What follows belongs to an exercise in optimizing a design on an open flow for a short achievable clock period and few clock cycles per item; a production flow would make more cautious choices.
Function was checked by simulation only, so behaviour that the tests miss may differ from the original.
Power figures rest on the tool's default switching activity, not on a simulated workload.

Setup of tundra:
==> flow/design.v (excerpt) <==
module lc4_superscalar #(
   parameter logic [15:0] p_pc_reset = 16'h8200
) (
   input  logic        gwe,
   input  logic        i_rst_n,
   input  logic [15:0] i_insn_a,
   input  logic [15:0] i_insn_b,
   input  logic [15:0] i_dmem_data,
   output logic [15:0] o_pc,
   output logic [15:0] o_dmem_addr,
   output logic        o_dmem_we,
   output logic [15:0] o_dmem_wdata,
   output logic [1:0]  o_wb_stall_a,
   output logic [1:0]  o_wb_stall_b,
   output logic [15:0] o_wb_pc_a,
   output logic [15:0] o_wb_pc_b,
   output logic        o_wb_rf_we_a,
   output logic        o_wb_rf_we_b,
   output logic [2:0]  o_wb_rf_wsel_a,
   output logic [2:0]  o_wb_rf_wsel_b,
   output logic [15:0] o_wb_rf_data_a,
   output logic [15:0] o_wb_rf_data_b,
   output logic [2:0]  o_wb_nzp_a,
   output logic [2:0]  o_wb_nzp_b
);
Size in the first run: roughly 4900 cells after synthesis, roughly 770 flip-flops, roughly 180 I/O pins.
clock: 6.5 ns
lec_check: 0
abc_clock_period_in_ps: 2000
cap_margin: 20
core_margin: 2
core_utilization: 40
setup_slack_margin: 4.0
slew_margin: 20
run.sh (not shown) runs the stock make flow with config.mk's settings and CLKGATE_MAP_FILE= SYNTH_SCRIPT=/design/flow/synth_recipe.tcl, a recipe that flattens the netlist after the stock synthesis.
Testbench counts of tundra, summed over its fixed seeds: cycles 9,397, items 16,000.
--- input diff tundra..fjord ---
-- flow/design.v --
<<< tundra, line 619
   exec_lane u_alu_b (.i_op(xop_b), .i_a(xda_b), .i_b(xdb_b), .o_sum(sum_b), .o_dif(dif_b),
                      .o_lg(lg_b), .o_res(alu_b));
   dmem_port u_agu (.i_base(xmb ? xda_b : xda_a), .i_off(xgimm), .o_addr(agu));
   always_ff @(posedge gwe) begin
      if (!i_rst_n) begin
>>> fjord, line 619
   exec_lane u_alu_b (.i_op(xop_b), .i_a(xda_b), .i_b(xdb_b), .o_sum(sum_b), .o_dif(dif_b),
                      .o_lg(lg_b), .o_res(alu_b));
   logic [15:0] agu_a, agu_b;
   dmem_port u_agu_a (.i_base(xda_a), .i_off(xgimm), .o_addr(agu_a));
   dmem_port u_agu_b (.i_base(xda_b), .i_off(xgimm), .o_addr(agu_b));
   assign agu = xmb ? agu_b : agu_a;
   always_ff @(posedge gwe) begin
      if (!i_rst_n) begin
### Flow results
The final layout from tundra, which completed every stage, passed the timing, DRC and antenna checks at the end of the flow. fjord finished every stage and its layout cleared the timing, DRC and antenna checks. Compared with tundra, fjord is the more power-hungry design. Diff tundra -> fjord: met1 wire length -2.8%, wire length -1.8%. Higher final area goes to fjord over tundra. Between fjord and tundra, it is fjord whose met3 routing resource usage after global routing is lower, by 0.41 points. met2 demand-to-capacity share in global routing ends up higher on tundra. Comparing number of fill cells in the layout for fjord and tundra, the bigger number came from tundra. Summary of fjord over tundra: routed wirelength normalized by instance count saw a decrease; number of detailed-routing iterations run before antenna repair went up 6; die height held steady; total number of vias shows a reduction of 0.90%; multi-input logic portion of the cell area dropped 0.15 points. fjord vs tundra: count of placed standard cells in the final layout, fillers left out up slightly.
Testbench counts of fjord, summed over its fixed seeds: cycles 9,397, items 16,000.

--- another note on this design; it stands on its own ---

the previous run:
// lc4_superscalar
module lc4_superscalar #(
   parameter logic [15:0] p_pc_reset = 16'h8200
) (
   input  logic        gwe,
   input  logic        i_rst_n,
   input  logic [15:0] i_insn_a,
   input  logic [15:0] i_insn_b,
   input  logic [15:0] i_dmem_data,
   output logic [15:0] o_pc,
   output logic [15:0] o_dmem_addr,
   output logic        o_dmem_we,
   output logic [15:0] o_dmem_wdata,
   output logic [1:0]  o_wb_stall_a,
   output logic [1:0]  o_wb_stall_b,
   output logic [15:0] o_wb_pc_a,
   output logic [15:0] o_wb_pc_b,
   output logic        o_wb_rf_we_a,
   output logic        o_wb_rf_we_b,
   output logic [2:0]  o_wb_rf_wsel_a,
   output logic [2:0]  o_wb_rf_wsel_b,
   output logic [15:0] o_wb_rf_data_a,
   output logic [15:0] o_wb_rf_data_b,
   output logic [2:0]  o_wb_nzp_a,
   output logic [2:0]  o_wb_nzp_b
);
For scale: roughly 4900 cells after synthesis, ~770 flip-flops, about 180 I/O pins.
clock: 6.5 ns
lec_check: 0
abc_clock_period_in_ps: 2000
cap_margin: 20
core_margin: 2
core_utilization: 40
gpl_routability_driven: 0
setup_slack_margin: 4.0
slew_margin: 20
run.sh (not shown) runs the stock make flow with config.mk's settings and CLKGATE_MAP_FILE= SYNTH_SCRIPT=/design/flow/synth_recipe.tcl, a recipe that flattens the netlist after the stock synthesis.
The previous run ended with every stage complete and zero timing, DRC or antenna violations.
Testbench counts of the previous run, summed over its fixed seeds: cycles 9,397, items 16,000.
diff inputs: the previous run => the current run
--- a/flow/config.mk
+++ b/flow/config.mk
@@ -12,3 +12,3 @@
 export GPL_ROUTABILITY_DRIVEN = 0
-export SETUP_SLACK_MARGIN = 4.0
+export SETUP_SLACK_MARGIN = 4.3
 export SLEW_MARGIN = 20
Notes after the runs:
Reported for the previous run and the current run, inverter count of the layout excluding clock inverters turned out identical to the last digit. In the current run the signed area change from the synthesized netlist to the final layout turned out 6.1 points higher than in the previous run. Measured against each other, the previous run and the current run differ in multi-input gate share of the layout cell area, the higher figure coming from the previous run. The current run vs the previous run on post-layout minimum cycle time: the current run is the higher one.

[afterwards: timing with drivers on the ports]
The results above use ideal ports. As a check the final layouts listed here were re-extracted and re-timed, cells and wires unchanged. Step 1 assumes that a clkbuf_16 drives the clock port and a buf_2 every other input. Step 2 also shifts input and output timing later by t, the mid clock arrival at the registers, as if the neighbouring blocks saw the same clock. Three values: ideal, step 1, step 2; two values: the first two.
run	shift t [ns]	setup WS [ns]	latest minus earliest clock arrival (ns)	worst slew at a driven data input, ns
tundra	0.749	3.566 / 3.566 / 2.867	0.044 / 0.044	0.22
fjord	0.760	3.370 / 3.370 / 2.960	0.041 / 0.041	0.17
the previous run	0.750	3.597 / 3.597 / 2.922	0.080 / 0.079	0.26
the current run	0.754	3.522 / 3.522 / 2.798	0.038 / 0.038	0.17
After both steps every run listed still meets setup and hold. The setup slack of the current run, which loses most, moves by 0.000 ns with the drivers and by -0.724 ns with both steps.
